This design comes from an exercise in tuning for small area, a short achievable clock period and few clock cycles per item on the open sky130 flow, not from production work.
Function was checked by simulation only, so behaviour that the tests miss may differ from the original.
Power figures rest on the tool's default switching activity, not on a simulated workload.

==> flow/design.v <==
`timescale 1ns/1ns
package llc_geom_pkg;
  localparam int unsigned NUM_WAYS = 4;
  localparam int unsigned DEF_NUM_LINES = 16;
  localparam int unsigned DEF_TAG_WIDTH = 12;
endpackage
`timescale 1ns/1ns
package llc_op_pkg;
  localparam int unsigned MODE_W = 2;
  localparam logic [MODE_W-1:0] MODE_FLUSH = 2'b10;
  localparam logic [MODE_W-1:0] MODE_LOOKUP = 2'b11;
  localparam int unsigned TW_DIT_BIT = 0;
  localparam int unsigned TW_VAL_BIT = 1;
  localparam int unsigned TW_FLAG_BITS = 2;
endpackage
`timescale 1ns/1ns
import llc_geom_pkg::*;
import llc_op_pkg::*;
module llc_tag_store #(
  parameter int unsigned NumLines = DEF_NUM_LINES,
  parameter int unsigned TagWidth = DEF_TAG_WIDTH,
  localparam int unsigned IdxWidth = $clog2(NumLines)
) (
  input  logic                clk_i,
  input  logic                rst_n_i,
  input  logic                req_valid_i,
  output logic                req_ready_o,
  input  logic [MODE_W-1:0]   req_mode_i,
  input  logic [IdxWidth-1:0] req_index_i,
  input  logic [TagWidth-1:0] req_tag_i,
  input  logic                req_dirty_i,
  input  logic [NUM_WAYS-1:0] req_way_i,
  input  logic [NUM_WAYS-1:0] total_lock_i,
  output logic                res_valid_o,
  input  logic                res_ready_i,
  output logic [NUM_WAYS-1:0] res_way_o,
  output logic                res_hit_o,
  output logic                res_evict_o,
  output logic [TagWidth-1:0] res_evict_tag_o
);
  localparam int unsigned W = NUM_WAYS;
  logic [TagWidth-1:0] tag_q  [NumLines][W];
  logic [W-1:0]        val_q  [NumLines];
  logic [W-1:0]        dit_q  [NumLines];
  logic [2:0]          tree_q [NumLines];
  logic                ready_q;
  logic                b_v, c_v;
  logic                b_lk, c_lk;             
  logic [IdxWidth-1:0] b_idx, c_idx;
  logic [TagWidth-1:0] b_tag, c_tag;
  logic                b_dty, c_dty;
  logic [W-1:0]        b_way, c_way;
  logic [W-1:0]        b_lock, c_lock;
  logic [TagWidth-1:0] bt [W];
  logic [W-1:0]        bv, bd;
  logic [2:0]          btr;
  logic                wmb;                    
  logic                samec;                  
  logic [TagWidth-1:0] ct [W];
  logic [W-1:0]        cv, cd, c_eq, f_we;
  logic [2:0]          ctr;
  logic                w_v;
  logic [IdxWidth-1:0] w_idx;
  logic [TagWidth-1:0] w_tag;
  logic [W-1:0]        w_twe, w_val, w_dit;
  logic [2:0]          w_tree;
  localparam int unsigned RspW = W + 2 + TagWidth;
  logic                out_v;
  logic [RspW-1:0]     ring [3];
  logic [1:0]          r_wp, r_rp, r_cnt;
  logic accept, known, pop;
  assign req_ready_o = ready_q;
  assign res_valid_o = out_v;
  assign accept  = req_valid_i & ready_q;
  assign known   = req_mode_i[1];
  assign pop     = out_v & res_ready_i;
  logic [W-1:0]        hit, free_w, free_low, tree_oh, usable, vict, miss_way, resp_way;
  logic [W-1:0]        tag_we_w, new_val, new_dit, esel;
  logic [1:0]          tree_way;
  logic [2:0]          new_tree;
  logic                any_hit, up_dirty, resp_hit, resp_ev;
  logic [TagWidth-1:0] resp_etag;
  logic [TagWidth-1:0] eff_ct [W];
  always_comb begin
    for (int w = 0; w < W; w++) begin
      eff_ct[w] = f_we[w] ? w_tag : ct[w];
    end
    hit      = c_way & cv & c_eq;
    any_hit  = |hit;
    free_w   = c_way & ~cv;
    free_low = free_w & (~free_w + 1'b1);
    tree_way = ctr[0] ? {1'b1, ctr[2]} : {1'b0, ctr[1]};
    tree_oh  = W'(1) << tree_way;
    usable   = c_way & ~c_lock;
    vict     = (|(tree_oh & usable)) ? tree_oh : (usable & (~usable + 1'b1));
    miss_way = (|free_w) ? free_low : vict;
    resp_hit = c_lk & any_hit;
    if (c_lk) begin
      resp_way = any_hit ? hit : miss_way;
      esel     = miss_way;
    end else begin
      resp_way = c_way;
      esel     = c_way;
    end
    resp_ev   = ~resp_hit & (|(esel & cv & cd));
    resp_etag = '0;
    for (int w = 0; w < W; w++) begin
      resp_etag = resp_etag | (eff_ct[w] & {TagWidth{esel[w] & cv[w]}});
    end
    resp_etag = resp_etag & {TagWidth{~resp_hit}};
    up_dirty = c_dty & ~(|(hit & cd));
    tag_we_w = (c_lk & ~any_hit) ? miss_way : '0;
    if (c_lk) begin
      new_val = cv | tag_we_w;
      new_dit = any_hit ? (cd | (hit & {W{up_dirty}}))
                        : ((cd & ~tag_we_w) | (tag_we_w & {W{c_dty}}));
    end else begin
      new_val = cv & ~c_way;
      new_dit = cd;
    end
    new_tree = ctr;
    if (c_lk) begin
      if (|resp_way[1:0]) begin
        new_tree[0] = 1'b1;
        new_tree[1] = resp_way[0];
      end else if (|resp_way[3:2]) begin
        new_tree[0] = 1'b0;
        new_tree[2] = resp_way[2];
      end
    end
  end
  always_ff @(posedge clk_i) begin
    if (!rst_n_i) begin
      w_v <= 1'b0;
    end else begin
      w_v <= c_v;
    end
  end
  always_ff @(posedge clk_i) begin
    w_idx  <= c_idx;
    w_twe  <= tag_we_w;
    w_val  <= new_val;
    w_dit  <= new_dit;
    w_tree <= new_tree;
    w_tag  <= c_tag;
  end
  always_ff @(posedge clk_i) begin
    if (w_v) begin
      for (int w = 0; w < W; w++) begin
        if (w_twe[w]) tag_q[w_idx][w] <= w_tag;
      end
      dit_q[w_idx] <= w_dit;
    end
  end
  always_ff @(posedge clk_i) begin
    if (!rst_n_i) begin
      for (int s = 0; s < NumLines; s++) begin
        val_q[s]  <= '0;
        tree_q[s] <= '0;
      end
    end else if (w_v) begin
      val_q[w_idx]  <= w_val;
      tree_q[w_idx] <= w_tree;
    end
  end
  logic [NumLines-1:0] in_oh;
  logic                wm_in;
  logic [TagWidth-1:0] rd_tag [W];
  logic [W-1:0]        rd_val, rd_dit;
  logic [2:0]          rd_tree;
  always_comb begin
    in_oh   = NumLines'(1) << req_index_i;
    rd_val  = '0;
    rd_dit  = '0;
    rd_tree = '0;
    for (int w = 0; w < W; w++) rd_tag[w] = '0;
    for (int s = 0; s < NumLines; s++) begin
      for (int w = 0; w < W; w++) rd_tag[w] = rd_tag[w] | (tag_q[s][w] & {TagWidth{in_oh[s]}});
      rd_val  = rd_val  | (val_q[s]  & {W{in_oh[s]}});
      rd_dit  = rd_dit  | (dit_q[s]  & {W{in_oh[s]}});
      rd_tree = rd_tree | (tree_q[s] & {3{in_oh[s]}});
    end
    wm_in = w_v & (w_idx == req_index_i);
    for (int w = 0; w < W; w++) begin
      if (wm_in & w_twe[w]) rd_tag[w] = w_tag;
    end
    if (wm_in) begin
      rd_val  = w_val;
      rd_dit  = w_dit;
      rd_tree = w_tree;
    end
  end
  logic [TagWidth-1:0] eb_tag [W];
  logic [W-1:0]        eb_val, eb_dit, eq_b;
  logic [2:0]          eb_tree;
  logic                ceq;
  always_comb begin
    for (int w = 0; w < W; w++) begin
      eb_tag[w] = (wmb & w_twe[w]) ? w_tag : bt[w];
      eq_b[w]   = (eb_tag[w] == b_tag);
    end
    eb_val  = wmb ? w_val  : bv;
    eb_dit  = wmb ? w_dit  : bd;
    eb_tree = wmb ? w_tree : btr;
    ceq     = (c_tag == b_tag);
  end
  always_ff @(posedge clk_i) begin
    b_lk   <= req_mode_i[0];
    b_idx  <= req_index_i;
    b_tag  <= req_tag_i;
    b_dty  <= req_dirty_i;
    b_way  <= req_way_i;
    b_lock <= total_lock_i;
    for (int w = 0; w < W; w++) bt[w] <= rd_tag[w];
    bv     <= rd_val;
    bd     <= rd_dit;
    btr    <= rd_tree;
  end
  always_ff @(posedge clk_i) begin
    begin
      c_lk   <= b_lk;
      c_idx  <= b_idx;
      c_tag  <= b_tag;
      c_dty  <= b_dty;
      c_way  <= b_way;
      c_lock <= b_lock;
      for (int w = 0; w < W; w++) ct[w] <= eb_tag[w];
      if (samec) begin
        for (int w = 0; w < W; w++) c_eq[w] <= tag_we_w[w] ? ceq : eq_b[w];
        cv   <= new_val;
        cd   <= new_dit;
        ctr  <= new_tree;
        f_we <= tag_we_w;
      end else begin
        c_eq <= eq_b;
        cv   <= eb_val;
        cd   <= eb_dit;
        ctr  <= eb_tree;
        f_we <= '0;
      end
    end
  end
  logic [RspW-1:0] resp, ring_head;
  logic            out_load, ring_empty, ring_push, ring_pop;
  logic [1:0]      r_cnt_n;
  assign resp       = {resp_way, resp_hit, resp_ev, resp_etag};
  assign ring_head  = ring[r_rp];
  assign ring_empty = (r_cnt == 2'd0);
  assign out_load   = ~out_v | pop;
  assign ring_pop   = out_load & ~ring_empty;
  assign ring_push  = c_v & ~(out_load & ring_empty);
  assign r_cnt_n    = r_cnt + 2'(ring_push) - 2'(ring_pop);
  always_ff @(posedge clk_i) begin
    if (out_load) begin
      {res_way_o, res_hit_o, res_evict_o, res_evict_tag_o} <= ring_empty ? resp : ring_head;
    end
    if (ring_push) ring[r_wp] <= resp;
  end
  always_ff @(posedge clk_i) begin
    if (!rst_n_i) begin
      r_wp  <= '0;
      r_rp  <= '0;
      r_cnt <= '0;
    end else begin
      if (ring_push) r_wp <= (r_wp == 2'd2) ? 2'd0 : r_wp + 2'd1;
      if (ring_pop)  r_rp <= (r_rp == 2'd2) ? 2'd0 : r_rp + 2'd1;
      r_cnt <= r_cnt_n;
    end
  end
  logic b_v_n, out_v_n;
  assign b_v_n   = accept & known;
  assign out_v_n = out_load ? (~ring_empty | c_v) : out_v;
  always_ff @(posedge clk_i) begin
    if (!rst_n_i) begin
      ready_q <= 1'b1;
      b_v     <= 1'b0;
      c_v     <= 1'b0;
      out_v   <= 1'b0;
      wmb     <= 1'b0;
      samec   <= 1'b0;
    end else begin
      ready_q <= (3'(b_v_n) + 3'(b_v) + 3'(out_v_n) + 3'(r_cnt_n)) < 3'd4;
      b_v     <= b_v_n;
      c_v     <= b_v;
      out_v   <= out_v_n;
      wmb     <= c_v & (c_idx == req_index_i);
      samec   <= b_v & (b_idx == req_index_i);
    end
  end
endmodule
clock: 5.0 ns
lec_check: 0
abc_clock_period_in_ps: 2200
cap_margin: 20
core_margin: 2
core_utilization: 50
cts_cluster_diameter: 90
cts_cluster_size: 26
setup_slack_margin: 2.7
slew_margin: 20
run.sh (not shown) runs the stock make flow with config.mk's settings and CLKGATE_MAP_FILE= SYNTH_SCRIPT=/design/flow/synth_recipe.tcl, a recipe that flattens the netlist after the stock synthesis.
Testbench counts at the start, summed over its fixed seeds: cycles 12,024, items 12,000.
Change:
- CORE_UTILIZATION: 50 -> 45
- SETUP_SLACK_MARGIN: 2.7 -> 2.45
=> The changed run passed the timing, design-rule and antenna checks; power is lower by 0.85%; combinational power is lower by about 7%; maximum frequency is lower by about 1.4%; setup slack got worse by 38 ps; cell count is higher by about 2%.

## afterwards: timing with drivers on the ports
How much do the figures lean on ideal ports? The routed layouts below were timed once more, with nothing changed but the port constraints.
Step 1 sets driving cells, clkbuf_16 on the clock port and buf_2 on the other inputs (assumed; they add their load-dependent delay and slew).
Step 2, shift: input delay + t, output delay - t, t = (earliest + latest rising clock arrival at the registers) / 2. This alone moves slack from input paths to output paths.
a / b / c = ideal / step 1 / step 2; a / b = the first two.
run | t (ns) | setup WS [ns] | worst slew at a driven data input, ns | cell pins on the clock port's net
the first run | 0.746 | 2.429 / 2.315 / 1.568 | 0.28 | 1
the second run | 0.751 | 2.391 / 2.344 / 1.593 | 0.11 | 1
After both steps setup and hold are still met in every run listed. The setup slack of the first run, which loses most, moves by -0.114 ns with the drivers and by -0.861 ns with both steps.
